What follows belongs to an exercise in optimizing a design on an open flow for small area, a short achievable clock period and few clock cycles per item; a production flow would make more cautious choices.
Where RTL was checked, it was by simulation tests only, not by an equivalence proof against the original.
For run 2, only the layout was checked, not whether the RTL still works.

## flow/design.v (module list and top-level ports; edited modules follow where they fit)
// module hsl2rgb_fa: 10 lines
// module hsl2rgb_ha: 9 lines
// module hsl2rgb_fa1: 9 lines
// module hsl2rgb_mul_c: 83 lines
// module hsl2rgb_add_q: 43 lines
// module hsl2rgb_mul_r: 196 lines
// module hsl2rgb_div_q: 123 lines
// module hsl2rgb_div_r: 138 lines
// module hsl_to_rgb_converter_unit: 136 lines
// module hsl2rgb_low: 10 lines
// module hsl2rgb_frac: 32 lines
// module hsl2rgb_pipe: 19 lines
module hsl_to_rgb_converter_unit
(
  input  logic             clk_i,
  input  logic             rst_ni,
  input  logic             in_valid_i,
  output logic             in_ready_o,
  input  logic [hsl2rgb_pkg::HueW-1:0]  hue_degrees_i,
  input  logic [hsl2rgb_pkg::PctW-1:0]  saturation_pct_i,
  input  logic [hsl2rgb_pkg::PctW-1:0]  lightness_pct_i,
  output logic             out_valid_o,
  input  logic             out_ready_i,
  output logic [hsl2rgb_pkg::ChanW-1:0] red_o,
  output logic [hsl2rgb_pkg::ChanW-1:0] green_o,
  output logic [hsl2rgb_pkg::ChanW-1:0] blue_o
);
  // ...
==> flow/flow/run.sh <==
#!/bin/bash
# Layout flow: the standard flow, with one netlist step between synthesis and floorplan.
# flow/polfix.py removes inverters around the full adders of the synthesized netlist by
# letting some full adders work on complemented signals (a full adder is self-dual); the
# registers and every other cell stay as synthesis made them.
set -euo pipefail
R=orfs/results/sky130hd/hsl_to_rgb_converter_unit/base
bash standard.sh synth > synth.log 2>&1
cp "$R/1_2_yosys.v" yosys_netlist.v
python3 flow/polfix.py yosys_netlist.v "$R/1_2_yosys.v" > polfix.log 2>&1
bash standard.sh > layout.log 2>&1
==> flow/flow/polfix.py <==
#!/usr/bin/env python3
"""Remove inverters around full adders of a mapped sky130 netlist.

A full adder is self-dual: FA(~a, ~b, ~c) = (~sum, ~carry). Each full adder may therefore
be fed the complements of its inputs and deliver the complements of its outputs. This
script collapses the netlist's inverter chains into (signal, polarity) pairs, picks for
each full adder whether it works on true or complemented signals so that fewer signals
need both polarities, and rewrites the netlist with one inverter per signal that still
needs its complement. The logic function of every net that leaves the inverter trees is
unchanged; registers and ports are untouched.

usage: polfix.py IN.v OUT.v
"""
import re
import sys
import collections

INV_AREA = 3.7536
RESTARTS = 800
# half adder implementations: (input parity, SUM parity, COUT parity, area, cells)
HA_OPTS = [
    (0, 0, 0, 12.512, 'ha_1', 'ha_1'),
    (0, 0, 1, 12.512, 'xor2_1', 'nand2_1'),
    (0, 1, 0, 15.014, 'xnor2_1', 'and2_1'),
    (0, 1, 1, 12.512, 'xnor2_1', 'nand2_1'),
    (1, 0, 0, 12.512, 'xor2_1', 'nor2_1'),
    (1, 0, 1, 15.014, 'xor2_1', 'or2_1'),
    (1, 1, 0, 12.512, 'xnor2_1', 'nor2_1'),
    (1, 1, 1, 15.014, 'xnor2_1', 'or2_1'),
]
OUTPINS = {'X', 'Y', 'Q', 'Q_N', 'SUM', 'COUT', 'HI', 'LO'}
CELL_RE = re.compile(r'^(\s*)(sky130_fd_sc_hd__\w+)\s+(\\\S+\s|\S+)\s*\((.*?)\);\n', re.M | re.S)
PIN_RE = re.compile(r'\.(\w+)\(\s*(\\\S+\s|[^()\s]*)\s*\)')


def norm(n):
    return n.strip()


def main(src, dst):
    txt = open(src).read()
    head_end = txt.index('endmodule')
    # ports: names declared input/output
    ports = set()
    for m in re.finditer(r'^\s*(input|output)\s+(\[[^\]]*\]\s*)?(\S+);', txt, re.M):
        ports.add(m.group(3))

    def protected(n):
        base = n.lstrip('\\').split('[')[0].strip()
        return base in ports or n in ports

    cells = []
    for m in CELL_RE.finditer(txt):
        pins = {}
        for pm in PIN_RE.finditer(m.group(4)):
            if pm.group(2).strip():
                pins[pm.group(1)] = norm(pm.group(2))
        cells.append({'typ': m.group(2), 'name': m.group(3), 'pins': pins,
                      'span': (m.start(), m.end()), 'indent': m.group(1)})
    assigns = re.findall(r'^\s*assign\s+(.*?)\s*=\s*(.*?);', txt, re.M)
    if assigns:
        raise SystemExit("netlist has assign statements; left unchanged")
    drv = {}
    for ci, c in enumerate(cells):
        for p, n in c['pins'].items():
            if p in OUTPINS:
                drv[n] = (ci, p)

    def is_inv(ci):
        c = cells[ci]
        return (c['typ'].split('__')[1].startswith('inv') and 'A' in c['pins'] and 'Y' in c['pins']
                and not protected(c['pins']['Y']))

    root = {}

    def find(n):
        if n in root:
            return root[n]
        d = drv.get(n)
        if d and is_inv(d[0]):
            r, par = find(cells[d[0]]['pins']['A'])
            root[n] = (r, par ^ 1)
        else:
            root[n] = (n, 0)
        return root[n]

    # loads per signal: (cell index or -1 for assigns, pin, parity of the connected net)
    loads = collections.defaultdict(list)
    for ci, c in enumerate(cells):
        if is_inv(ci):
            continue
        for p, n in c['pins'].items():
            if p in OUTPINS:
                continue
            r, par = find(n)
            loads[r].append((ci, p, par))

    def free(ci):
        return not any(protected(n) for p, n in cells[ci]['pins'].items() if p in OUTPINS)

    fas = [ci for ci, c in enumerate(cells) if re.search(r'__fa_1$', c['typ']) and free(ci)]
    has = [ci for ci, c in enumerate(cells) if re.search(r'__ha_1$', c['typ']) and free(ci)
           and 'A' in c['pins'] and 'B' in c['pins']]
    flip = {}      # full adder: works on complements
    hopt = {}      # half adder: index into HA_OPTS

    def produced(s):
        d = drv.get(s)
        if not d:
            return 0
        ci, pin = d
        if ci in hopt:
            o = HA_OPTS[hopt[ci]]
            return o[1] if pin == 'SUM' else o[2]
        return flip.get(ci, 0)

    def inpar(ci):
        if ci in hopt:
            return HA_OPTS[hopt[ci]][0]
        return flip.get(ci, 0)

    def cost(s):
        p = produced(s)
        for ci, pin, par in loads[s]:
            if (par ^ inpar(ci)) != p:
                return INV_AREA
        return 0.0

    def local(ci):
        a = sum(cost(x) for x in touch[ci])
        if ci in hopt:
            a += HA_OPTS[hopt[ci]][3]
        return a

    touch = collections.defaultdict(set)
    for s in list(loads.keys()):
        d = drv.get(s)
        if d:
            touch[d[0]].add(s)
        for ci, pin, par in loads[s]:
            if ci >= 0:
                touch[ci].add(s)
    before_inv = sum(1 for ci in range(len(cells)) if is_inv(ci))
    import random
    rng = random.Random(1)

    def total():
        return sum(cost(x) for x in loads) + sum(HA_OPTS[hopt[h]][3] for h in has)

    def greedy():
        for _ in range(30):
            changed = False
            for f in fas:
                b = local(f)
                flip[f] = flip.get(f, 0) ^ 1
                if local(f) < b - 1e-9:
                    changed = True
                else:
                    flip[f] ^= 1
            for h in has:
                best, bo = local(h), hopt[h]
                for o in range(len(HA_OPTS)):
                    hopt[h] = o
                    v = local(h)
                    if v < best - 1e-9:
                        best, bo = v, o
                        changed = True
                hopt[h] = bo
            if not changed:
                break

    for h in has:
        hopt[h] = 0
    greedy()
    best_t, best_state = total(), (dict(flip), dict(hopt))
    for trial in range(RESTARTS):
        # perturb: flip a random tenth of the adders, then descend again
        for f in fas:
            if rng.random() < 0.1:
                flip[f] = flip.get(f, 0) ^ 1
        for h in has:
            if rng.random() < 0.1:
                hopt[h] = rng.randrange(len(HA_OPTS))
        greedy()
        t = total()
        if t < best_t - 1e-9:
            best_t, best_state = t, (dict(flip), dict(hopt))
        else:
            flip.clear(); flip.update(best_state[0]); hopt.clear(); hopt.update(best_state[1])
    flip.clear(); flip.update(best_state[0]); hopt.clear(); hopt.update(best_state[1])
    for _ in range(0):
        changed = False
        for f in fas:
            b = local(f)
            flip[f] = flip.get(f, 0) ^ 1
            if local(f) < b - 1e-9:
                changed = True
            else:
                flip[f] ^= 1
        for h in has:
            best, bo = local(h), hopt[h]
            for o in range(len(HA_OPTS)):
                hopt[h] = o
                v = local(h)
                if v < best - 1e-9:
                    best, bo = v, o
                    changed = True
            hopt[h] = bo
        if not changed:
            break

    # nets per (signal, parity)
    newnet = {}
    newcells = []

    flipnet = {}

    def prod_net(s):
        # outputs of a flipped adder carry the complement: give them new names
        if produced(s) == 0:
            return s
        if s not in flipnet:
            flipnet[s] = f"pol_f{len(flipnet)}"
        return flipnet[s]

    def net_for(s, par):
        if par == produced(s):
            return prod_net(s)
        if s not in newnet:
            k = len(newnet)
            newnet[s] = f"pol_n{k}"
            src_net = prod_net(s)
            newcells.append(f"  sky130_fd_sc_hd__inv_1 pol_i{k} (\n    .A({fmt(src_net)}),\n    .Y(pol_n{k})\n  );\n")
        return newnet[s]

    def fmt(n):
        return n + ' ' if n.startswith('\\') else n

    out = []
    hasplit = []
    pos = 0
    for ci, c in enumerate(cells):
        a, b = c['span']
        out.append(txt[pos:a])
        pos = b
        if is_inv(ci):
            continue
        pins = dict(c['pins'])
        for p, n in c['pins'].items():
            if p in OUTPINS:
                if produced(n):
                    pins[p] = prod_net(n)
                continue
            s, par = find(n)
            req = par ^ inpar(ci)
            pins[p] = net_for(s, req)
        if hopt.get(ci, 0):
            m, ps, pc, _, scell, ccell = HA_OPTS[hopt[ci]]
            k = len(hasplit)
            hasplit.append(ci)
            for cell, opin, key in ((scell, 'X' if scell in ('xor2_1',) else 'Y', 'SUM'),
                                    (ccell, 'X' if ccell in ('and2_1', 'or2_1') else 'Y', 'COUT')):
                if key not in pins:
                    continue
                out.append(f"{c['indent']}sky130_fd_sc_hd__{cell} pol_h{k}{key[0].lower()} (\n"
                           f"    .A({fmt(pins['A'])}),\n    .B({fmt(pins['B'])}),\n    .{opin}({fmt(pins[key])})\n  );\n")
            continue
        body = ",\n".join(f"    .{p}({fmt(n)})" for p, n in pins.items())
        out.append(f"{c['indent']}{c['typ']} {c['name'].strip()}{' ' if c['name'].startswith(chr(92)) else ''}(\n{body}\n  );\n")
    rest = txt[pos:]
    i = rest.index('endmodule')
    decl = "".join(f"  wire pol_n{k};\n" for k in range(len(newnet)))
    decl += "".join(f"  wire pol_f{k};\n" for k in range(len(flipnet)))
    rest = rest[:i] + decl + "".join(newcells) + rest[i:]
    open(dst, 'w').write("".join(out) + rest)
    print(f"full adders {len(fas)}, flipped {sum(flip.values())}; half adders {len(has)}, "
          f"remapped {len(hasplit)}; inverters {before_inv} -> {len(newnet)}")


if __name__ == '__main__':
    main(sys.argv[1], sys.argv[2])
==> flow/standard.sh <==
#!/bin/bash
# synth_recipe.tcl (not shown) runs the flow's synth.tcl, then flattens the netlist and writes it again
# the make line also repeats each setting of config.mk as NAME=value (left out here)
make -C /OpenROAD-flow-scripts/flow DESIGN_CONFIG=/design/flow/config.mk WORK_HOME=/design/flow/orfs CLKGATE_MAP_FILE= SYNTH_SCRIPT=/design/flow/synth_recipe.tcl "${@:-finish}"
==> flow/config.mk <==
export PLATFORM = sky130hd
export DESIGN_NAME = hsl_to_rgb_converter_unit
export DESIGN_NICKNAME = hsl_to_rgb_converter_unit
export VERILOG_FILES = /design/flow/design.v
export SDC_FILE = /design/flow/constraint.sdc
export NUM_CORES = 4
export LEC_CHECK = 0
export ABC_CLOCK_PERIOD_IN_PS = 4500
export CAP_MARGIN = 20
export CORE_MARGIN = 2
export CORE_UTILIZATION = 40
export SETUP_SLACK_MARGIN = 4.4
export SLEW_MARGIN = 20
==> flow/constraint.sdc <==
create_clock -name core_clock -period 9.5 [get_ports {clk_i}]
set_input_delay 1.9000 -clock core_clock [delete_from_list [all_inputs] [get_ports {clk_i}]]
set_output_delay 1.9000 -clock core_clock [all_outputs]
set_load 0.01 [all_outputs]
==> results.py, run 1 <==
metrics = {
    "outcome": {
        "outcome": "complete, no violations",
    },
    "layout": {
        "ff_latch_area_um2": 4394,
        "nonClockInverterCount": 123,
        "finalInstanceArea_um2": 18980,
        "top_register": "u_cut_c.g_reg.q",
        "diodes": 0,
    },
    "critical_path": {
        "path_cells": "and2_1 > fa_1 > fa_1 > fa_1 > fa_1 > fa_1 > fa_1 > ha_4 > nor2b_1 > o21a_1 > o31a_1 > o41ai_2 > xor2_1",
        "cp.arrival_ps": 5180,
        "critPathMaxStageDelay_ps": 580,
        "cp.depth": 13,
        "crit_path_start_kind": "flip-flop",
        "r2r_slack_ps": 4490,
        "r2r-end": "u_cut_b.g_reg.q[29]",
        "critPathMaxFanout": 4,
        "crit_end": "u_cut_b.g_reg.q[29]",
        "crit_path_top_delay_cell": "fa_1",
    },
    "global_routing": {
        "grt_overflow": 0,
        "grtUsageTotal_pct": 15.89,
        "use_met1_pct": 20.98,
        "met2_usage_pct": 26.97,
        "grt_pass1_wl_mm": 55.70,
    },
    "place": {
        "portBuffers": 52,
        "placed_cells": 2071,
        "gp_congestion": 0.9108,
    },
    "min_path": {
        "hold_class": "reg2reg",
    },
    "clock_network": {
        "cts_resized": 7,
        "cts-hold-fix-buffers": 0,
        "cts_buffers": 17,
        "cts_tree": "built",
    },
    "timing": {
        "tns_ps": 0,
        "rsz0062_at_grt": "true",
        "hold_viol": 0,
        "max_freq_ghz": 0.1995,
        "fin_skew_ps": 23.77,
    },
    "die": {
        "die-area_um2": 42880,
        "ioPinCount": 53,
    },
    "routing": {
        "wl_met1_mm": 15.38,
        "drtPass1Iterations": 5,
        "dr_wl_met2_mm": 16.62,
        "wl_per_cell_um": 15.56,
    },
    "synthesis": {
        "syn_inst": 1515,
    },
}
Testbench counts, summed over its fixed seeds: cycles 12,032, items 12,000.
==> module hsl2rgb_mul_c, before the edit <==
module hsl2rgb_mul_c (
  input  logic [5:0] m_i,
  input  logic [6:0] s_i,
  output logic [13:0] s_o,
  output logic [13:0] y_o
);
  logic p0, p1, p2, p3, p4, p5, p6, p7, p8, p9, p10, p11;
  logic p12, p13, p14, p15, p16, p17, p18, p19, p20, p21, p22, p23;
  logic p24, p25, p26, p27, p28, p29, p30, p31, p32, p33, p34, p35;
  logic p36, p37, p38, p39, p40, p41, s1, y1, s2, y2, s3, y3;
  logic s4, y4, s5, y5, s6, y6, s7, y7, s8, y8, s9, y9;
  logic s10, y10, s11, y11, s12, y12, s13, y13, s14, y14, s15, y15;
  logic s16, y16, s17, y17, s18, y18, s19, y19, s20, y20, s21, y21;
  logic s22, y22, s23, y23, s24, y24;
  assign p0 = m_i[0] & s_i[0];
  assign p1 = m_i[0] & s_i[1];
  assign p2 = m_i[0] & s_i[2];
  assign p3 = m_i[0] & s_i[3];
  assign p4 = m_i[0] & s_i[4];
  assign p5 = m_i[0] & s_i[5];
  assign p6 = m_i[0] & s_i[6];
  assign p7 = m_i[1] & s_i[0];
  assign p8 = m_i[1] & s_i[1];
  assign p9 = m_i[1] & s_i[2];
  assign p10 = m_i[1] & s_i[3];
  assign p11 = m_i[1] & s_i[4];
  assign p12 = m_i[1] & s_i[5];
  assign p13 = m_i[1] & s_i[6];
  assign p14 = m_i[2] & s_i[0];
  assign p15 = m_i[2] & s_i[1];
  assign p16 = m_i[2] & s_i[2];
  assign p17 = m_i[2] & s_i[3];
  assign p18 = m_i[2] & s_i[4];
  assign p19 = m_i[2] & s_i[5];
  assign p20 = m_i[2] & s_i[6];
  assign p21 = m_i[3] & s_i[0];
  assign p22 = m_i[3] & s_i[1];
  assign p23 = m_i[3] & s_i[2];
  assign p24 = m_i[3] & s_i[3];
  assign p25 = m_i[3] & s_i[4];
  assign p26 = m_i[3] & s_i[5];
  assign p27 = m_i[3] & s_i[6];
  assign p28 = m_i[4] & s_i[0];
  assign p29 = m_i[4] & s_i[1];
  assign p30 = m_i[4] & s_i[2];
  assign p31 = m_i[4] & s_i[3];
  assign p32 = m_i[4] & s_i[4];
  assign p33 = m_i[4] & s_i[5];
  assign p34 = m_i[4] & s_i[6];
  assign p35 = m_i[5] & s_i[0];
  assign p36 = m_i[5] & s_i[1];
  assign p37 = m_i[5] & s_i[2];
  assign p38 = m_i[5] & s_i[3];
  assign p39 = m_i[5] & s_i[4];
  assign p40 = m_i[5] & s_i[5];
  assign p41 = m_i[5] & s_i[6];
  hsl2rgb_ha u_s1 (.a_i(p4), .b_i(p10), .s_o(s1), .y_o(y1));
  hsl2rgb_fa u_s2 (.a_i(p5), .b_i(p11), .c_i(p17), .s_o(s2), .y_o(y2));
  hsl2rgb_ha u_s3 (.a_i(p23), .b_i(p29), .s_o(s3), .y_o(y3));
  hsl2rgb_fa u_s4 (.a_i(p6), .b_i(p12), .c_i(p18), .s_o(s4), .y_o(y4));
  hsl2rgb_fa u_s5 (.a_i(p24), .b_i(p30), .c_i(p36), .s_o(s5), .y_o(y5));
  hsl2rgb_fa u_s6 (.a_i(p13), .b_i(p19), .c_i(p25), .s_o(s6), .y_o(y6));
  hsl2rgb_ha u_s7 (.a_i(p31), .b_i(p37), .s_o(s7), .y_o(y7));
  hsl2rgb_fa u_s8 (.a_i(p20), .b_i(p26), .c_i(p32), .s_o(s8), .y_o(y8));
  hsl2rgb_ha u_s9 (.a_i(p3), .b_i(p9), .s_o(s9), .y_o(y9));
  hsl2rgb_fa u_s10 (.a_i(s1), .b_i(p16), .c_i(p22), .s_o(s10), .y_o(y10));
  hsl2rgb_fa u_s11 (.a_i(y1), .b_i(s2), .c_i(s3), .s_o(s11), .y_o(y11));
  hsl2rgb_fa u_s12 (.a_i(y2), .b_i(y3), .c_i(s4), .s_o(s12), .y_o(y12));
  hsl2rgb_fa u_s13 (.a_i(y4), .b_i(y5), .c_i(s6), .s_o(s13), .y_o(y13));
  hsl2rgb_fa u_s14 (.a_i(y6), .b_i(y7), .c_i(s8), .s_o(s14), .y_o(y14));
  hsl2rgb_fa u_s15 (.a_i(y8), .b_i(p27), .c_i(p33), .s_o(s15), .y_o(y15));
  hsl2rgb_ha u_s16 (.a_i(p2), .b_i(p8), .s_o(s16), .y_o(y16));
  hsl2rgb_fa u_s17 (.a_i(s9), .b_i(p15), .c_i(p21), .s_o(s17), .y_o(y17));
  hsl2rgb_fa u_s18 (.a_i(y9), .b_i(s10), .c_i(p28), .s_o(s18), .y_o(y18));
  hsl2rgb_fa u_s19 (.a_i(y10), .b_i(s11), .c_i(p35), .s_o(s19), .y_o(y19));
  hsl2rgb_fa u_s20 (.a_i(y11), .b_i(s12), .c_i(s5), .s_o(s20), .y_o(y20));
  hsl2rgb_fa u_s21 (.a_i(y12), .b_i(s13), .c_i(s7), .s_o(s21), .y_o(y21));
  hsl2rgb_fa u_s22 (.a_i(y13), .b_i(s14), .c_i(p38), .s_o(s22), .y_o(y22));
  hsl2rgb_fa u_s23 (.a_i(y14), .b_i(s15), .c_i(p39), .s_o(s23), .y_o(y23));
  hsl2rgb_fa u_s24 (.a_i(y15), .b_i(p34), .c_i(p40), .s_o(s24), .y_o(y24));
  assign s_o = {1'b0, 1'b0, y24, y23, y22, y21, y20, y19, y18, y17, y16, s16, p1, p0};
  assign y_o = {1'b0, 1'b0, p41, s24, s23, s22, s21, s20, s19, s18, s17, p14, p7, 1'b0};
endmodule
==> module hsl2rgb_add_q, before the edit <==
module hsl2rgb_add_q (
  input  logic [13:0] cs_i,
  input  logic [13:0] cy_i,
  input  logic [6:0] l_i,
  output logic [13:0] sum_o
);
  logic s1, y1, s2, y2, s3, y3, s4, y4, s5, y5, s6, y6;
  logic s7, y7, s8, y8, s9, y9, s10, y10, s11, y11, s12, y12;
  logic s13, y13, s14, y14, s15, y15, s16, y16, s17, y17, s18, y18;
  logic s19, y19, s20, y20, s21, y21, s22, y22, s23, y23, s24, y24;
  logic s25, y25, s26, y26;
  hsl2rgb_ha u_s1 (.a_i(cs_i[6]), .b_i(cy_i[6]), .s_o(s1), .y_o(y1));
  hsl2rgb_fa u_s2 (.a_i(cs_i[7]), .b_i(cy_i[7]), .c_i(l_i[1]), .s_o(s2), .y_o(y2));
  hsl2rgb_fa u_s3 (.a_i(cs_i[8]), .b_i(cy_i[8]), .c_i(l_i[2]), .s_o(s3), .y_o(y3));
  hsl2rgb_ha u_s4 (.a_i(cs_i[9]), .b_i(cy_i[9]), .s_o(s4), .y_o(y4));
  hsl2rgb_ha u_s5 (.a_i(cs_i[10]), .b_i(cy_i[10]), .s_o(s5), .y_o(y5));
  hsl2rgb_ha u_s6 (.a_i(cs_i[11]), .b_i(cy_i[11]), .s_o(s6), .y_o(y6));
  hsl2rgb_ha u_s7 (.a_i(cs_i[5]), .b_i(cy_i[5]), .s_o(s7), .y_o(y7));
  hsl2rgb_fa u_s8 (.a_i(s1), .b_i(l_i[0]), .c_i(l_i[1]), .s_o(s8), .y_o(y8));
  hsl2rgb_fa u_s9 (.a_i(y1), .b_i(s2), .c_i(l_i[2]), .s_o(s9), .y_o(y9));
  hsl2rgb_fa u_s10 (.a_i(y2), .b_i(s3), .c_i(l_i[3]), .s_o(s10), .y_o(y10));
  hsl2rgb_fa u_s11 (.a_i(y3), .b_i(s4), .c_i(l_i[3]), .s_o(s11), .y_o(y11));
  hsl2rgb_fa u_s12 (.a_i(y4), .b_i(s5), .c_i(l_i[4]), .s_o(s12), .y_o(y12));
  hsl2rgb_fa u_s13 (.a_i(y5), .b_i(s6), .c_i(l_i[5]), .s_o(s13), .y_o(y13));
  hsl2rgb_fa u_s14 (.a_i(y6), .b_i(cs_i[12]), .c_i(cy_i[12]), .s_o(s14), .y_o(y14));
  hsl2rgb_ha u_s15 (.a_i(cs_i[2]), .b_i(cy_i[2]), .s_o(s15), .y_o(y15));
  hsl2rgb_fa u_s16 (.a_i(cs_i[3]), .b_i(cy_i[3]), .c_i(l_i[1]), .s_o(s16), .y_o(y16));
  hsl2rgb_fa u_s17 (.a_i(cs_i[4]), .b_i(cy_i[4]), .c_i(l_i[2]), .s_o(s17), .y_o(y17));
  hsl2rgb_fa u_s18 (.a_i(s7), .b_i(l_i[0]), .c_i(l_i[3]), .s_o(s18), .y_o(y18));
  hsl2rgb_fa u_s19 (.a_i(y7), .b_i(s8), .c_i(l_i[4]), .s_o(s19), .y_o(y19));
  hsl2rgb_fa u_s20 (.a_i(y8), .b_i(s9), .c_i(l_i[5]), .s_o(s20), .y_o(y20));
  hsl2rgb_fa u_s21 (.a_i(y9), .b_i(s10), .c_i(l_i[6]), .s_o(s21), .y_o(y21));
  hsl2rgb_fa u_s22 (.a_i(y10), .b_i(s11), .c_i(l_i[4]), .s_o(s22), .y_o(y22));
  hsl2rgb_fa u_s23 (.a_i(y11), .b_i(s12), .c_i(l_i[5]), .s_o(s23), .y_o(y23));
  hsl2rgb_fa u_s24 (.a_i(y12), .b_i(s13), .c_i(l_i[6]), .s_o(s24), .y_o(y24));
  hsl2rgb_fa u_s25 (.a_i(y13), .b_i(s14), .c_i(l_i[6]), .s_o(s25), .y_o(y25));
  hsl2rgb_fa u_s26 (.a_i(y14), .b_i(cs_i[13]), .c_i(cy_i[13]), .s_o(s26), .y_o(y26));
  logic [13:0] r0, r1, sum;
  assign r0 = {y25, y24, y23, y22, y21, y20, y19, y18, y17, y16, y15, s15, cs_i[1], cs_i[0]};
  assign r1 = {s26, s25, s24, s23, s22, s21, s20, s19, s18, s17, s16, l_i[0], cy_i[1], cy_i[0]};
  assign sum = r0 + r1;
  assign sum_o = sum[13:0];
endmodule
==> module hsl_to_rgb_converter_unit, before the edit <==
module hsl_to_rgb_converter_unit
(
  input  logic             clk_i,
  input  logic             rst_ni,
  input  logic             in_valid_i,
  output logic             in_ready_o,
  input  logic [hsl2rgb_pkg::HueW-1:0]  hue_degrees_i,
  input  logic [hsl2rgb_pkg::PctW-1:0]  saturation_pct_i,
  input  logic [hsl2rgb_pkg::PctW-1:0]  lightness_pct_i,
  output logic             out_valid_o,
  input  logic             out_ready_i,
  output logic [hsl2rgb_pkg::ChanW-1:0] red_o,
  output logic [hsl2rgb_pkg::ChanW-1:0] green_o,
  output logic [hsl2rgb_pkg::ChanW-1:0] blue_o
);
  localparam bit CutA = 1'b1;
  localparam bit CutB = 1'b1;
  localparam bit CutC = 1'b1;
  localparam bit CutD = 1'b1;
  localparam bit [3:0] Cut = {CutD, CutC, CutB, CutA};
  logic [4:0] vin;    
  logic [4:0] en;     
  assign vin[0] = in_valid_i;
  assign en[4]  = out_ready_i;
  logic [3:0] v;      
  for (genvar i = 0; i < 4; i++) begin : g_valid
    if (Cut[i]) begin : g_reg
      logic v_q;
      always_ff @(posedge clk_i or negedge rst_ni) begin
        if (!rst_ni) begin
          v_q <= 1'b0;
        end else if (en[i]) begin
          v_q <= vin[i];
        end
      end
      assign vin[i+1] = v_q;
      assign v[i]     = v_q;
    end else begin : g_wire
      assign vin[i+1] = vin[i];
      assign v[i]     = 1'b0;
    end
    assign en[i] = out_ready_i || !(&(v[3:i] | ~Cut[3:i]));
  end
  logic [3:0] ld;
  for (genvar i = 0; i < 4; i++) begin : g_load
    assign ld[i] = en[i] && vin[i];
  end
  assign in_ready_o  = en[0];
  assign out_valid_o = vin[4];
  logic [2:0] sec;     
  logic [5:0] w;       
  logic [6:0] s, l, m;
  logic [4:0] a;       
  logic       neg;     
  logic [6:0] g;
  logic [3:0] k, gm;
  assign g = hue_degrees_i[8:2];
  always_comb begin
    k = 4'd0;
    for (int i = 1; i <= 8; i++) begin
      if (g >= 7'(15 * i)) k = 4'(i);
    end
  end
  assign gm  = 4'(g - 7'(k * 4'd15));
  assign w   = {gm, hue_degrees_i[1:0]};
  assign sec = (k >= 4'd6) ? 3'(k - 4'd6) : 3'(k);
  assign a   = 5'((w >= 6'd30) ? w - 6'd30 : 6'd30 - w);
  assign neg = (w < 6'd30) ^ sec[0];
  assign s = (saturation_pct_i > hsl2rgb_pkg::PctMax) ? hsl2rgb_pkg::PctMax : saturation_pct_i;
  assign l = (lightness_pct_i  > hsl2rgb_pkg::PctMax) ? hsl2rgb_pkg::PctMax : lightness_pct_i;
  assign m = (l < hsl2rgb_pkg::PctHalf) ? l : hsl2rgb_pkg::PctMax - l;
  logic [5:0] ma;
  logic [6:0] sa, la;
  logic [4:0] aa;
  logic       nega;
  logic [2:0] seca;
  hsl2rgb_pipe #(.W(29), .EN(CutA)) u_cut_a (
    .clk_i, .en_i(ld[0]),
    .d_i({m[5:0], s, l, a, neg, sec}),
    .q_o({ma, sa, la, aa, nega, seca})
  );
  logic [12:0] c;
  logic [13:0] q;
  logic [13:0] cs, cy, cw;
  hsl2rgb_mul_c u_mul_c (.m_i(ma), .s_i(sa), .s_o(cs), .y_o(cy));
  hsl2rgb_add_q u_add_q (.cs_i(cs), .cy_i(cy), .l_i(la), .sum_o(q));
  assign cw = cs + cy;
  assign c  = cw[12:0];
  logic [12:0] cb;
  logic [13:0] qb;
  logic [6:0]  lb;
  logic [4:0]  ab;
  logic        negb;
  logic [2:0]  secb;
  hsl2rgb_pipe #(.W(43), .EN(CutB)) u_cut_b (
    .clk_i, .en_i(ld[1]),
    .d_i({c, q, la, aa, nega, seca}),
    .q_o({cb, qb, lb, ab, negb, secb})
  );
  logic [18:0] r;
  hsl2rgb_mul_r u_mul_r (.c_i(cb), .a_i(ab), .neg_i(negb), .l_i(lb), .sum_o(r));
  logic [17:0] yq;
  hsl2rgb_div_q u_div_q (.q_i(qb), .sum_o(yq));
  logic [18:0] rc;
  logic [17:0] yqc;
  logic [6:0]  lc;
  logic [2:0]  secc;
  hsl2rgb_pipe #(.W(47), .EN(CutC)) u_cut_c (
    .clk_i, .en_i(ld[2]),
    .d_i({r, yq, lb, secb}),
    .q_o({rc, yqc, lc, secc})
  );
  logic [7:0]  lq, lp, lr;
  logic [18:0] lv;
  assign lq = yqc[17:10];
  hsl2rgb_div_r u_div_r (.r_i(rc), .sum_o(lr));
  hsl2rgb_frac u_frac (.l_i(lc), .v_o(lv));
  hsl2rgb_low  u_low  (.yq_i(yqc), .v_i(lv), .lp_o(lp));
  logic [7:0] lqd, lpd, lrd;
  logic [2:0] secd;
  hsl2rgb_pipe #(.W(27), .EN(CutD)) u_cut_d (
    .clk_i, .en_i(ld[3]),
    .d_i({lq, lp, lr, secc}),
    .q_o({lqd, lpd, lrd, secd})
  );
  always_comb begin
    case (secd)
      3'd0:    begin red_o = lqd; green_o = lrd; blue_o = lpd; end
      3'd1:    begin red_o = lrd; green_o = lqd; blue_o = lpd; end
      3'd2:    begin red_o = lpd; green_o = lqd; blue_o = lrd; end
      3'd3:    begin red_o = lpd; green_o = lrd; blue_o = lqd; end
      3'd4:    begin red_o = lrd; green_o = lpd; blue_o = lqd; end
      default: begin red_o = lqd; green_o = lpd; blue_o = lrd; end
    endcase
  end
endmodule
==> module hsl2rgb_low, before the edit <==
module hsl2rgb_low
(
  input  logic [17:0] yq_i,       
  input  logic [18:0] v_i,        
  output logic [7:0]  lp_o
);
  logic [18:0] diff;
  assign diff = v_i - 19'(yq_i);
  assign lp_o = diff[17:10];
endmodule
==> module hsl2rgb_frac, before the edit <==
module hsl2rgb_frac
(
  input  logic [6:0] l_i,
  output logic [18:0] v_o        
);
  logic [3:0] tens, ones;
  logic [8:0] whole;             
  logic [9:0] thr;               
  always_comb begin
    tens = 4'd0;
    for (int i = 1; i <= 10; i++) begin
      if (l_i >= 7'(10 * i)) tens = 4'(i);
    end
  end
  assign ones    = 4'(l_i - 7'(tens * 4'd10));
  assign whole   = 9'(l_i) * 9'd5 + 9'(tens);
  always_comb begin
    case (ones)
      4'd0:    thr = 10'd7;
      4'd1:    thr = 10'd102;
      4'd2:    thr = 10'd205;
      4'd3:    thr = 10'd307;
      4'd4:    thr = 10'd409;
      4'd5:    thr = 10'd512;
      4'd6:    thr = 10'd614;
      4'd7:    thr = 10'd717;
      4'd8:    thr = 10'd819;
      default: thr = 10'd921;
    endcase
  end
  assign v_o = {whole, thr};
endmodule
==> run 2, diff against run 1 <==
--- a/flow/design.v
+++ b/flow/design.v
@@ -36,8 +36,7 @@
 module hsl2rgb_mul_c (
   input  logic [5:0] m_i,
   input  logic [6:0] s_i,
-  output logic [13:0] s_o,
-  output logic [13:0] y_o
+  output logic [12:0] sum_o
 );
   logic p0, p1, p2, p3, p4, p5, p6, p7, p8, p9, p10, p11;
   logic p12, p13, p14, p15, p16, p17, p18, p19, p20, p21, p22, p23;
@@ -113,49 +112,119 @@
   hsl2rgb_fa u_s22 (.a_i(y13), .b_i(s14), .c_i(p38), .s_o(s22), .y_o(y22));
   hsl2rgb_fa u_s23 (.a_i(y14), .b_i(s15), .c_i(p39), .s_o(s23), .y_o(y23));
   hsl2rgb_fa u_s24 (.a_i(y15), .b_i(p34), .c_i(p40), .s_o(s24), .y_o(y24));
-  assign s_o = {1'b0, 1'b0, y24, y23, y22, y21, y20, y19, y18, y17, y16, s16, p1, p0};
-  assign y_o = {1'b0, 1'b0, p41, s24, s23, s22, s21, s20, s19, s18, s17, p14, p7, 1'b0};
+  logic [12:0] r0, r1, sum;
+  assign r0 = {1'b0, y24, y23, y22, y21, y20, y19, y18, y17, y16, s16, p1, p0};
+  assign r1 = {1'b0, p41, s24, s23, s22, s21, s20, s19, s18, s17, p14, p7, 1'b0};
+  assign sum = r0 + r1;
+  assign sum_o = sum[12:0];
 endmodule
 module hsl2rgb_add_q (
-  input  logic [13:0] cs_i,
-  input  logic [13:0] cy_i,
+  input  logic [5:0] m_i,
+  input  logic [6:0] s_i,
   input  logic [6:0] l_i,
   output logic [13:0] sum_o
 );
-  logic s1, y1, s2, y2, s3, y3, s4, y4, s5, y5, s6, y6;
-  logic s7, y7, s8, y8, s9, y9, s10, y10, s11, y11, s12, y12;
-  logic s13, y13, s14, y14, s15, y15, s16, y16, s17, y17, s18, y18;
-  logic s19, y19, s20, y20, s21, y21, s22, y22, s23, y23, s24, y24;
-  logic s25, y25, s26, y26;
-  hsl2rgb_ha u_s1 (.a_i(cs_i[6]), .b_i(cy_i[6]), .s_o(s1), .y_o(y1));
-  hsl2rgb_fa u_s2 (.a_i(cs_i[7]), .b_i(cy_i[7]), .c_i(l_i[1]), .s_o(s2), .y_o(y2));
-  hsl2rgb_fa u_s3 (.a_i(cs_i[8]), .b_i(cy_i[8]), .c_i(l_i[2]), .s_o(s3), .y_o(y3));
-  hsl2rgb_ha u_s4 (.a_i(cs_i[9]), .b_i(cy_i[9]), .s_o(s4), .y_o(y4));
-  hsl2rgb_ha u_s5 (.a_i(cs_i[10]), .b_i(cy_i[10]), .s_o(s5), .y_o(y5));
-  hsl2rgb_ha u_s6 (.a_i(cs_i[11]), .b_i(cy_i[11]), .s_o(s6), .y_o(y6));
-  hsl2rgb_ha u_s7 (.a_i(cs_i[5]), .b_i(cy_i[5]), .s_o(s7), .y_o(y7));
-  hsl2rgb_fa u_s8 (.a_i(s1), .b_i(l_i[0]), .c_i(l_i[1]), .s_o(s8), .y_o(y8));
-  hsl2rgb_fa u_s9 (.a_i(y1), .b_i(s2), .c_i(l_i[2]), .s_o(s9), .y_o(y9));
-  hsl2rgb_fa u_s10 (.a_i(y2), .b_i(s3), .c_i(l_i[3]), .s_o(s10), .y_o(y10));
-  hsl2rgb_fa u_s11 (.a_i(y3), .b_i(s4), .c_i(l_i[3]), .s_o(s11), .y_o(y11));
-  hsl2rgb_fa u_s12 (.a_i(y4), .b_i(s5), .c_i(l_i[4]), .s_o(s12), .y_o(y12));
-  hsl2rgb_fa u_s13 (.a_i(y5), .b_i(s6), .c_i(l_i[5]), .s_o(s13), .y_o(y13));
-  hsl2rgb_fa u_s14 (.a_i(y6), .b_i(cs_i[12]), .c_i(cy_i[12]), .s_o(s14), .y_o(y14));
-  hsl2rgb_ha u_s15 (.a_i(cs_i[2]), .b_i(cy_i[2]), .s_o(s15), .y_o(y15));
-  hsl2rgb_fa u_s16 (.a_i(cs_i[3]), .b_i(cy_i[3]), .c_i(l_i[1]), .s_o(s16), .y_o(y16));
-  hsl2rgb_fa u_s17 (.a_i(cs_i[4]), .b_i(cy_i[4]), .c_i(l_i[2]), .s_o(s17), .y_o(y17));
-  hsl2rgb_fa u_s18 (.a_i(s7), .b_i(l_i[0]), .c_i(l_i[3]), .s_o(s18), .y_o(y18));
-  hsl2rgb_fa u_s19 (.a_i(y7), .b_i(s8), .c_i(l_i[4]), .s_o(s19), .y_o(y19));
-  hsl2rgb_fa u_s20 (.a_i(y8), .b_i(s9), .c_i(l_i[5]), .s_o(s20), .y_o(y20));
-  hsl2rgb_fa u_s21 (.a_i(y9), .b_i(s10), .c_i(l_i[6]), .s_o(s21), .y_o(y21));
-  hsl2rgb_fa u_s22 (.a_i(y10), .b_i(s11), .c_i(l_i[4]), .s_o(s22), .y_o(y22));
-  hsl2rgb_fa u_s23 (.a_i(y11), .b_i(s12), .c_i(l_i[5]), .s_o(s23), .y_o(y23));
-  hsl2rgb_fa u_s24 (.a_i(y12), .b_i(s13), .c_i(l_i[6]), .s_o(s24), .y_o(y24));
-  hsl2rgb_fa u_s25 (.a_i(y13), .b_i(s14), .c_i(l_i[6]), .s_o(s25), .y_o(y25));
-  hsl2rgb_fa u_s26 (.a_i(y14), .b_i(cs_i[13]), .c_i(cy_i[13]), .s_o(s26), .y_o(y26));
+  logic p0, p1, p2, p3, p4, p5, p6, p7, p8, p9, p10, p11;
+  logic p12, p13, p14, p15, p16, p17, p18, p19, p20, p21, p22, p23;
+  logic p24, p25, p26, p27, p28, p29, p30, p31, p32, p33, p34, p35;
+  logic p36, p37, p38, p39, p40, p41, s1, y1, s2, y2, s3, y3;
+  logic s4, y4, s5, y5, s6, y6, s7, y7, s8, y8, s9, y9;
+  logic s10, y10, s11, y11, s12, y12, s13, y13, s14, y14, s15, y15;
+  logic s16, y16, s17, y17, s18, y18, s19, y19, s20, y20, s21, y21;
+  logic s22, y22, s23, y23, s24, y24, s25, y25, s26, y26, s27, y27;
+  logic s28, y28, s29, y29, s30, y30, s31, y31, s32, y32, s33, y33;
+  logic s34, y34, s35, y35, s36, y36, s37, y37, s38, y38, s39, y39;
+  logic s40, y40, s41, y41, s42, y42, s43, y43, s44, y44, s45, y45;
+  assign p0 = m_i[0] & s_i[0];
+  assign p1 = m_i[0] & s_i[1];
+  assign p2 = m_i[0] & s_i[2];
+  assign p3 = m_i[0] & s_i[3];
+  assign p4 = m_i[0] & s_i[4];
+  assign p5 = m_i[0] & s_i[5];
+  assign p6 = m_i[0] & s_i[6];
+  assign p7 = m_i[1] & s_i[0];
+  assign p8 = m_i[1] & s_i[1];
+  assign p9 = m_i[1] & s_i[2];
+  assign p10 = m_i[1] & s_i[3];
+  assign p11 = m_i[1] & s_i[4];
+  assign p12 = m_i[1] & s_i[5];
+  assign p13 = m_i[1] & s_i[6];
+  assign p14 = m_i[2] & s_i[0];
+  assign p15 = m_i[2] & s_i[1];
+  assign p16 = m_i[2] & s_i[2];
+  assign p17 = m_i[2] & s_i[3];
+  assign p18 = m_i[2] & s_i[4];
+  assign p19 = m_i[2] & s_i[5];
+  assign p20 = m_i[2] & s_i[6];
+  assign p21 = m_i[3] & s_i[0];
+  assign p22 = m_i[3] & s_i[1];
+  assign p23 = m_i[3] & s_i[2];
+  assign p24 = m_i[3] & s_i[3];
+  assign p25 = m_i[3] & s_i[4];
+  assign p26 = m_i[3] & s_i[5];
+  assign p27 = m_i[3] & s_i[6];
+  assign p28 = m_i[4] & s_i[0];
+  assign p29 = m_i[4] & s_i[1];
+  assign p30 = m_i[4] & s_i[2];
+  assign p31 = m_i[4] & s_i[3];
+  assign p32 = m_i[4] & s_i[4];
+  assign p33 = m_i[4] & s_i[5];
+  assign p34 = m_i[4] & s_i[6];
+  assign p35 = m_i[5] & s_i[0];
+  assign p36 = m_i[5] & s_i[1];
+  assign p37 = m_i[5] & s_i[2];
+  assign p38 = m_i[5] & s_i[3];
+  assign p39 = m_i[5] & s_i[4];
+  assign p40 = m_i[5] & s_i[5];
+  assign p41 = m_i[5] & s_i[6];
+  hsl2rgb_fa u_s1 (.a_i(p5), .b_i(p11), .c_i(p17), .s_o(s1), .y_o(y1));
+  hsl2rgb_fa u_s2 (.a_i(p6), .b_i(p12), .c_i(p18), .s_o(s2), .y_o(y2));
+  hsl2rgb_fa u_s3 (.a_i(p24), .b_i(p30), .c_i(p36), .s_o(s3), .y_o(y3));
+  hsl2rgb_fa u_s4 (.a_i(p13), .b_i(p19), .c_i(p25), .s_o(s4), .y_o(y4));
+  hsl2rgb_fa u_s5 (.a_i(p31), .b_i(p37), .c_i(l_i[1]), .s_o(s5), .y_o(y5));
+  hsl2rgb_fa u_s6 (.a_i(p20), .b_i(p26), .c_i(p32), .s_o(s6), .y_o(y6));
+  hsl2rgb_ha u_s7 (.a_i(p38), .b_i(l_i[2]), .s_o(s7), .y_o(y7));
+  hsl2rgb_ha u_s8 (.a_i(p27), .b_i(p33), .s_o(s8), .y_o(y8));
+  hsl2rgb_ha u_s9 (.a_i(p3), .b_i(p9), .s_o(s9), .y_o(y9));
+  hsl2rgb_fa u_s10 (.a_i(p4), .b_i(p10), .c_i(p16), .s_o(s10), .y_o(y10));
+  hsl2rgb_ha u_s11 (.a_i(p22), .b_i(p28), .s_o(s11), .y_o(y11));
+  hsl2rgb_fa u_s12 (.a_i(s1), .b_i(p23), .c_i(p29), .s_o(s12), .y_o(y12));
+  hsl2rgb_fa u_s13 (.a_i(p35), .b_i(l_i[0]), .c_i(l_i[3]), .s_o(s13), .y_o(y13));
+  hsl2rgb_fa u_s14 (.a_i(y1), .b_i(s2), .c_i(s3), .s_o(s14), .y_o(y14));
+  hsl2rgb_fa u_s15 (.a_i(l_i[0]), .b_i(l_i[1]), .c_i(l_i[4]), .s_o(s15), .y_o(y15));
+  hsl2rgb_fa u_s16 (.a_i(y2), .b_i(y3), .c_i(s4), .s_o(s16), .y_o(y16));
+  hsl2rgb_fa u_s17 (.a_i(s5), .b_i(l_i[2]), .c_i(l_i[5]), .s_o(s17), .y_o(y17));
+  hsl2rgb_fa u_s18 (.a_i(y4), .b_i(y5), .c_i(s6), .s_o(s18), .y_o(y18));
+  hsl2rgb_fa u_s19 (.a_i(s7), .b_i(l_i[3]), .c_i(l_i[6]), .s_o(s19), .y_o(y19));
+  hsl2rgb_fa u_s20 (.a_i(y6), .b_i(y7), .c_i(s8), .s_o(s20), .y_o(y20));
+  hsl2rgb_fa u_s21 (.a_i(p39), .b_i(l_i[3]), .c_i(l_i[4]), .s_o(s21), .y_o(y21));
+  hsl2rgb_fa u_s22 (.a_i(y8), .b_i(p34), .c_i(p40), .s_o(s22), .y_o(y22));
+  hsl2rgb_ha u_s23 (.a_i(l_i[4]), .b_i(l_i[5]), .s_o(s23), .y_o(y23));
+  hsl2rgb_ha u_s24 (.a_i(p41), .b_i(l_i[5]), .s_o(s24), .y_o(y24));
+  hsl2rgb_ha u_s25 (.a_i(p2), .b_i(p8), .s_o(s25), .y_o(y25));
+  hsl2rgb_fa u_s26 (.a_i(s9), .b_i(p15), .c_i(p21), .s_o(s26), .y_o(y26));
+  hsl2rgb_fa u_s27 (.a_i(y9), .b_i(s10), .c_i(s11), .s_o(s27), .y_o(y27));
+  hsl2rgb_fa u_s28 (.a_i(y10), .b_i(y11), .c_i(s12), .s_o(s28), .y_o(y28));
+  hsl2rgb_fa u_s29 (.a_i(y12), .b_i(y13), .c_i(s14), .s_o(s29), .y_o(y29));
+  hsl2rgb_fa u_s30 (.a_i(y14), .b_i(y15), .c_i(s16), .s_o(s30), .y_o(y30));
+  hsl2rgb_fa u_s31 (.a_i(y16), .b_i(y17), .c_i(s18), .s_o(s31), .y_o(y31));
+  hsl2rgb_fa u_s32 (.a_i(y18), .b_i(y19), .c_i(s20), .s_o(s32), .y_o(y32));
+  hsl2rgb_fa u_s33 (.a_i(y20), .b_i(y21), .c_i(s22), .s_o(s33), .y_o(y33));
+  hsl2rgb_fa u_s34 (.a_i(y22), .b_i(y23), .c_i(s24), .s_o(s34), .y_o(y34));
+  hsl2rgb_ha u_s35 (.a_i(s25), .b_i(p14), .s_o(s35), .y_o(y35));
+  hsl2rgb_fa u_s36 (.a_i(y25), .b_i(s26), .c_i(l_i[1]), .s_o(s36), .y_o(y36));
+  hsl2rgb_fa u_s37 (.a_i(y26), .b_i(s27), .c_i(l_i[2]), .s_o(s37), .y_o(y37));
+  hsl2rgb_fa u_s38 (.a_i(y27), .b_i(s28), .c_i(s13), .s_o(s38), .y_o(y38));
+  hsl2rgb_fa u_s39 (.a_i(y28), .b_i(s29), .c_i(s15), .s_o(s39), .y_o(y39));
+  hsl2rgb_fa u_s40 (.a_i(y29), .b_i(s30), .c_i(s17), .s_o(s40), .y_o(y40));
+  hsl2rgb_fa u_s41 (.a_i(y30), .b_i(s31), .c_i(s19), .s_o(s41), .y_o(y41));
+  hsl2rgb_fa u_s42 (.a_i(y31), .b_i(s32), .c_i(s21), .s_o(s42), .y_o(y42));
+  hsl2rgb_fa u_s43 (.a_i(y32), .b_i(s33), .c_i(s23), .s_o(s43), .y_o(y43));
+  hsl2rgb_fa u_s44 (.a_i(y33), .b_i(s34), .c_i(l_i[6]), .s_o(s44), .y_o(y44));
+  hsl2rgb_fa u_s45 (.a_i(y34), .b_i(y24), .c_i(l_i[6]), .s_o(s45), .y_o(y45));
   logic [13:0] r0, r1, sum;
-  assign r0 = {y25, y24, y23, y22, y21, y20, y19, y18, y17, y16, y15, s15, cs_i[1], cs_i[0]};
-  assign r1 = {s26, s25, s24, s23, s22, s21, s20, s19, s18, s17, s16, l_i[0], cy_i[1], cy_i[0]};
+  assign r0 = {y45, y44, y43, y42, y41, y40, y39, y38, y37, y36, y35, s35, p1, p0};
+  assign r1 = {1'b0, s45, s44, s43, s42, s41, s40, s39, s38, s37, s36, l_i[0], p7, 1'b0};
   assign sum = r0 + r1;
   assign sum_o = sum[13:0];
 endmodule
@@ -616,6 +685,55 @@
   assign sum = r0 + r1;
   assign sum_o = sum[24:17];
 endmodule
+module hsl2rgb_low (
+  input  logic [6:0] l_i,
+  input  logic [3:0] tens_i,
+  input  logic [9:0] thr_i,
+  input  logic [17:0] yq_i,
+  output logic [7:0] sum_o
+);
+  logic p21, p22, p23, p24, p25, p26, p27, p28, p29, p30, p31, p32;
+  logic p33, p34, p35, p36, p37, p38, s1, y1, s2, y2, s3, y3;
+  logic s4, y4, s5, y5, s6, y6, s7, y7, s8, y8, s9, y9;
+  logic s10, y10, s11, y11, s12, y12, s13, y13, i13;
+  assign p21 = ~yq_i[0];
+  assign p22 = ~yq_i[1];
+  assign p23 = ~yq_i[2];
+  assign p24 = ~yq_i[3];
+  assign p25 = ~yq_i[4];
+  assign p26 = ~yq_i[5];
+  assign p27 = ~yq_i[6];
+  assign p28 = ~yq_i[7];
+  assign p29 = ~yq_i[8];
+  assign p30 = ~yq_i[9];
+  assign p31 = ~yq_i[10];
+  assign p32 = ~yq_i[11];
+  assign p33 = ~yq_i[12];
+  assign p34 = ~yq_i[13];
+  assign p35 = ~yq_i[14];
+  assign p36 = ~yq_i[15];
+  assign p37 = ~yq_i[16];
+  assign p38 = ~yq_i[17];
+  hsl2rgb_ha u_s1 (.a_i(l_i[2]), .b_i(l_i[0]), .s_o(s1), .y_o(y1));
+  hsl2rgb_fa u_s2 (.a_i(l_i[3]), .b_i(l_i[1]), .c_i(tens_i[3]), .s_o(s2), .y_o(y2));
+  hsl2rgb_ha u_s3 (.a_i(l_i[4]), .b_i(l_i[2]), .s_o(s3), .y_o(y3));
+  hsl2rgb_ha u_s4 (.a_i(l_i[5]), .b_i(l_i[3]), .s_o(s4), .y_o(y4));
+  hsl2rgb_ha u_s5 (.a_i(l_i[6]), .b_i(l_i[4]), .s_o(s5), .y_o(y5));
+  hsl2rgb_ha u_s6 (.a_i(l_i[0]), .b_i(tens_i[0]), .s_o(s6), .y_o(y6));
+  hsl2rgb_fa u_s7 (.a_i(l_i[1]), .b_i(tens_i[1]), .c_i(p32), .s_o(s7), .y_o(y7));
+  hsl2rgb_fa u_s8 (.a_i(s1), .b_i(tens_i[2]), .c_i(p33), .s_o(s8), .y_o(y8));
+  hsl2rgb_fa u_s9 (.a_i(y1), .b_i(s2), .c_i(p34), .s_o(s9), .y_o(y9));
+  hsl2rgb_fa u_s10 (.a_i(y2), .b_i(s3), .c_i(p35), .s_o(s10), .y_o(y10));
+  hsl2rgb_fa u_s11 (.a_i(y3), .b_i(s4), .c_i(p36), .s_o(s11), .y_o(y11));
+  hsl2rgb_fa u_s12 (.a_i(y4), .b_i(s5), .c_i(p37), .s_o(s12), .y_o(y12));
+  hsl2rgb_fa u_s13 (.a_i(y5), .b_i(l_i[5]), .c_i(p38), .s_o(s13), .y_o(y13));
+  assign i13 = ~l_i[6];
+  logic [18:0] r0, r1, sum;
+  assign r0 = {y13, y12, y11, y10, y9, y8, y7, y6, s6, thr_i[9], thr_i[8], thr_i[7], thr_i[6], thr_i[5], thr_i[4], thr_i[3], thr_i[2], thr_i[1], thr_i[0]};
+  assign r1 = {i13, s13, s12, s11, s10, s9, s8, s7, p31, p30, p29, p28, p27, p26, p25, p24, p23, p22, p21};
+  assign sum = r0 + r1;
+  assign sum_o = sum[17:10];
+endmodule
 module hsl_to_rgb_converter_unit
 (
   input  logic             clk_i,
@@ -699,11 +817,8 @@
   );
   logic [12:0] c;
   logic [13:0] q;
-  logic [13:0] cs, cy, cw;
-  hsl2rgb_mul_c u_mul_c (.m_i(ma), .s_i(sa), .s_o(cs), .y_o(cy));
-  hsl2rgb_add_q u_add_q (.cs_i(cs), .cy_i(cy), .l_i(la), .sum_o(q));
-  assign cw = cs + cy;
-  assign c  = cw[12:0];
+  hsl2rgb_mul_c u_mul_c (.m_i(ma), .s_i(sa), .sum_o(c));
+  hsl2rgb_add_q u_add_q (.m_i(ma), .s_i(sa), .l_i(la), .sum_o(q));
   logic [12:0] cb;
   logic [13:0] qb;
   logic [6:0]  lb;
@@ -729,11 +844,12 @@
     .q_o({rc, yqc, lc, secc})
   );
   logic [7:0]  lq, lp, lr;
-  logic [18:0] lv;
+  logic [3:0]  tens;
+  logic [9:0]  thr;
   assign lq = yqc[17:10];
   hsl2rgb_div_r u_div_r (.r_i(rc), .sum_o(lr));
-  hsl2rgb_frac u_frac (.l_i(lc), .v_o(lv));
-  hsl2rgb_low  u_low  (.yq_i(yqc), .v_i(lv), .lp_o(lp));
+  hsl2rgb_frac u_frac (.l_i(lc), .tens_o(tens), .thr_o(thr));
+  hsl2rgb_low  u_low  (.l_i(lc), .tens_i(tens), .thr_i(thr), .yq_i(yqc), .sum_o(lp));
   logic [7:0] lqd, lpd, lrd;
   logic [2:0] secd;
   hsl2rgb_pipe #(.W(27), .EN(CutD)) u_cut_d (
@@ -752,47 +868,34 @@
     endcase
   end
 endmodule
-module hsl2rgb_low
-(
-  input  logic [17:0] yq_i,       
-  input  logic [18:0] v_i,        
-  output logic [7:0]  lp_o
-);
-  logic [18:0] diff;
-  assign diff = v_i - 19'(yq_i);
-  assign lp_o = diff[17:10];
-endmodule
 module hsl2rgb_frac
 (
   input  logic [6:0] l_i,
-  output logic [18:0] v_o        
+  output logic [3:0] tens_o,
+  output logic [9:0] thr_o
 );
-  logic [3:0] tens, ones;
-  logic [8:0] whole;             
-  logic [9:0] thr;               
+  logic [3:0] ones;
   always_comb begin
-    tens = 4'd0;
+    tens_o = 4'd0;
     for (int i = 1; i <= 10; i++) begin
-      if (l_i >= 7'(10 * i)) tens = 4'(i);
+      if (l_i >= 7'(10 * i)) tens_o = 4'(i);
     end
   end
-  assign ones    = 4'(l_i - 7'(tens * 4'd10));
-  assign whole   = 9'(l_i) * 9'd5 + 9'(tens);
+  assign ones = 4'(l_i - 7'(tens_o * 4'd10));
   always_comb begin
     case (ones)
-      4'd0:    thr = 10'd7;
-      4'd1:    thr = 10'd102;
-      4'd2:    thr = 10'd205;
-      4'd3:    thr = 10'd307;
-      4'd4:    thr = 10'd409;
-      4'd5:    thr = 10'd512;
-      4'd6:    thr = 10'd614;
-      4'd7:    thr = 10'd717;
-      4'd8:    thr = 10'd819;
-      default: thr = 10'd921;
+      4'd0:    thr_o = 10'd8;
+      4'd1:    thr_o = 10'd103;
+      4'd2:    thr_o = 10'd206;
+      4'd3:    thr_o = 10'd308;
+      4'd4:    thr_o = 10'd410;
+      4'd5:    thr_o = 10'd513;
+      4'd6:    thr_o = 10'd615;
+      4'd7:    thr_o = 10'd718;
+      4'd8:    thr_o = 10'd820;
+      default: thr_o = 10'd922;
     endcase
   end
-  assign v_o = {whole, thr};
 endmodule
 module hsl2rgb_pipe #(
   parameter int unsigned W  = 1,
--- a/flow/flow/polfix.py
+++ b/flow/flow/polfix.py
@@ -16,7 +16,6 @@
 import collections
 
 INV_AREA = 3.7536
-RESTARTS = 800
 # half adder implementations: (input parity, SUM parity, COUT parity, area, cells)
 HA_OPTS = [
     (0, 0, 0, 12.512, 'ha_1', 'ha_1'),
@@ -141,54 +140,9 @@
             if ci >= 0:
                 touch[ci].add(s)
     before_inv = sum(1 for ci in range(len(cells)) if is_inv(ci))
-    import random
-    rng = random.Random(1)
-
-    def total():
-        return sum(cost(x) for x in loads) + sum(HA_OPTS[hopt[h]][3] for h in has)
-
-    def greedy():
-        for _ in range(30):
-            changed = False
-            for f in fas:
-                b = local(f)
-                flip[f] = flip.get(f, 0) ^ 1
-                if local(f) < b - 1e-9:
-                    changed = True
-                else:
-                    flip[f] ^= 1
-            for h in has:
-                best, bo = local(h), hopt[h]
-                for o in range(len(HA_OPTS)):
-                    hopt[h] = o
-                    v = local(h)
-                    if v < best - 1e-9:
-                        best, bo = v, o
-                        changed = True
-                hopt[h] = bo
-            if not changed:
-                break
-
     for h in has:
         hopt[h] = 0
-    greedy()
-    best_t, best_state = total(), (dict(flip), dict(hopt))
-    for trial in range(RESTARTS):
-        # perturb: flip a random tenth of the adders, then descend again
-        for f in fas:
-            if rng.random() < 0.1:
-                flip[f] = flip.get(f, 0) ^ 1
-        for h in has:
-            if rng.random() < 0.1:
-                hopt[h] = rng.randrange(len(HA_OPTS))
-        greedy()
-        t = total()
-        if t < best_t - 1e-9:
-            best_t, best_state = t, (dict(flip), dict(hopt))
-        else:
-            flip.clear(); flip.update(best_state[0]); hopt.clear(); hopt.update(best_state[1])
-    flip.clear(); flip.update(best_state[0]); hopt.clear(); hopt.update(best_state[1])
-    for _ in range(0):
+    for _ in range(30):
         changed = False
         for f in fas:
             b = local(f)
==> run 2 against run 1 <==
Synthesized cell count down 0.40%. Flip-flop and latch count unchanged. Register-to-register slack worse by 170 ps. Still clean. Largest cell class unchanged. First-iteration DRC count up 14%. Via count up 1.4%. Non-clock buffer count up 8. Routed wire length up 2.1%. Synthesized area up 2.2%. Sequential share of layout area down 0.38 points.
==> results.py, run 2 <==
metrics = {
    "timing": {
        "drv_slew": 0,
        "finalCritPeriodShare_pct": 54.51,
        "tns_ps": 0,
        "fin_skew_ps": 7.105,
        "worstMarginPinSlew_ps": 936.9,
        "max_freq_ghz": 0.1931,
        "slew_headroom_pct": 37.54,
        "layout_min_cycle_time_ps": 5178,
        "setup_viol": 0,
        "hold_viol": 0,
        "rsz0062_at_grt": "true",
    },
    "critical_path": {
        "critPathKind": "reg2reg",
        "timing.rr.start": "u_cut_b.g_reg.q[3]",
        "required_ps": 9690,
        "critPathTopFamily": "adder cells",
        "cp_common_cell": "fa_2",
        "critPathMaxFanout": 5,
        "path_cells": "buf_4 > buf_6 > xor2_4 > nand2_2 > fa_2 > inv_2 > fa_2 > fa_1 > fa_2 > ha_4 > a21o_1 > a2111o_1 > o21ai_2 > o21ai_2 > or4_1 > a31o_1 > a21oi_2 > xnor2_1",
        "critPathBufInv": 3,
        "crit_path_top_delay_cell": "fa_2",
        "cp-end-kind": "flip-flop",
        "crit_path_start_kind": "flip-flop",
        "setup.worst_path.start": "u_cut_b.g_reg.q[3]",
        "cp.arrival_ps": 5360,
        "critPathMaxStageDelay_ps": 550,
    },
    "place": {
        "gp_congestion": 0.9082,
        "portBuffers": 52,
        "hpwl_mm": 27.95,
    },
    "clock_network": {
        "cts.sinks": 147,
        "clk_latency_ps": 430,
        "clkSlewWorstSetupHoldPaths_ps": 60,
        "clockBufferDepth": 2,
        "cts_tree": "built",
        "htreeDepth": 4,
        "root_buffer": "clkbuf_16",
        "cts_buffers": 17,
    },
    "die": {
        "coreArea_um2": 41760,
        "die_h_um": 209.2,
        "die-area_um2": 43780,
        "ioPinCount": 53,
        "rows": 75,
        "start_util_pct": 40.35,
        "dieWidth_um": 209.2,
    },
    "synthesis": {
        "syn_inst": 1509,
        "synth_area_um2": 16850,
        "synth.avg_cell_area_um2": 11.17,
        "synthesis.nets": 1932,
        "synth_warnings": 6,
    },
    "global_routing": {
        "grt_overflow": 0,
        "grt_max_degree": 48,
        "grtUsageTotal_pct": 16.32,
        "grt_pass1_wl_mm": 57.15,
        "grt_antenna_before_repair": 0,
        "first_global_vias": 11620,
    },
    "layout": {
        "largest_reg_flops": 47,
        "layout-drive-gt1-share_pct": 9.828,
        "reg_top3": "u_cut_c.g_reg.q (47), u_cut_b.g_reg.q (41), u_cut_a.g_reg.q (28)",
        "top_register": "u_cut_c.g_reg.q",
        "final_cell_mix": "fa_1 (234), ha_1 (154), edfxtp_1 (143)",
        "synthToLayoutAreaGrowth_pct": 14.52,
        "diodes": 0,
        "layout_commonest_cell": "fa_1",
        "nets": 2038,
        "fin_util_pct": 46.21,
    },
    "routing": {
        "routed_wl_mm": 34.29,
        "drtPass1Iterations": 5,
        "antenna_left": 0,
        "route.detailed.drc": 0,
        "detailroute.via_count": 10980,
        "wl_per_cell_um": 15.82,
        "viasPerCell": 5.068,
        "initialDrtViolationCount": 567,
    },
    "outcome": {
        "outcome": "complete, no violations",
    },
    "min_path": {
        "hold_class": "reg2reg",
        "worstHoldStart": "u_cut_c.g_reg.q[0]",
    },
    "job": {
        "cap_violations": 0,
    },
}
==> run 2: layout make-up <==
class                      instances  area, um2
inverter                         138      525.5
timing repair buffer             119       1049
clock buffer                      17      425.4
multi-input combinational       1192      12120
sequential                       147       4394
clock inverter                    15      107.6
tap                              539      674.4
fill                            3799      22460
==> run 2: path summary, 6_finish.rpt <==
kind	endpoint	slack (ps)	cells past startpoint
min	u_cut_d.g_reg.q[0]	420	0
min reg2reg	u_cut_d.g_reg.q[0]	420	0
max in group asynchronous	g_valid[1].g_reg.v_q	7670	1
max reg2reg	u_cut_c.g_reg.q[45]	4320	18
max	u_cut_c.g_reg.q[45]	4320	18
min in group asynchronous	g_valid[3].g_reg.v_q	1660	1
==> run 2: per-stage QoR <==
stage	hold WS, ps	cell area (um2)	std cells	setup WS (ps)
floorplan	400.3	16900	1509	4413
global placement	401.8	17980	2072	3816
detailed placement	407.2	17980	2072	3756
CTS	427.5	18740	2119	4288
global route	432.1	19300	2167	4152
finish	422.0	19300	2167	4322
==> run 2: timing repair <==
item,4_1_cts,5_1_grt
setup endpoints to repair,30,27
pin swaps,2,35
setup buffers,15,48
hold buffers,0,0
gates resized for setup,17,40
==> run 2: layer usage <==
metal	global-route usage (%)	share of wire (%)
met1	21.03	45
met2	28.44	51
met3	2.059	2.6
met4	5.591	2.0
met5	0	0
==> run 2: worst register-to-register path, stage by stage, from the launching register on <==
cell	delay, ps
edfxtp_1	480
buf_4	180
buf_6	110
xor2_4	160
nand2_2	80
fa_2	550
inv_2	40
fa_2	520
fa_1	440
fa_2	430
ha_4	270
a21o_1	180
a2111o_1	380
o21ai_2	190
o21ai_2	100
or4_1	400
a31o_1	230
a21oi_2	130
xnor2_1	80

[what the ideal ports hide]
The flow's constraints put no driver on any port. The routed layouts listed below were extracted and timed again, unchanged, in two steps.
Step 1 (the two cells are an assumption about what drives the block):
set clk [get_ports {clk_i}]
set_driving_cell -lib_cell sky130_fd_sc_hd__clkbuf_16 $clk
set_driving_cell -lib_cell sky130_fd_sc_hd__buf_2 [delete_from_list [all_inputs] $clk]
Step 2 times the ports against the registers' clock, not the clock port: input delays grow and output delays shrink by t, the midpoint of the rising clock arrivals with the driver on.
Three values: ideal ports, drivers, drivers and shift; two values: the first two.
run | t (ns) | slack for setup (ns) | worst setup path at the end | worst register clock-pin slew, ns | cell pins on the clock port's net
run 1 | 0.478 | 4.487 / 4.487 / 4.285 | input to register | 0.07 / 0.07 | 1
run 2 | 0.483 | 4.322 / 4.322 / 4.322 | register to register | 0.06 / 0.06 | 1
After both steps every run listed still meets setup and hold. For run 1, which loses most, drivers alone change the setup slack by 0.000 ns; drivers and shift together by -0.202 ns.
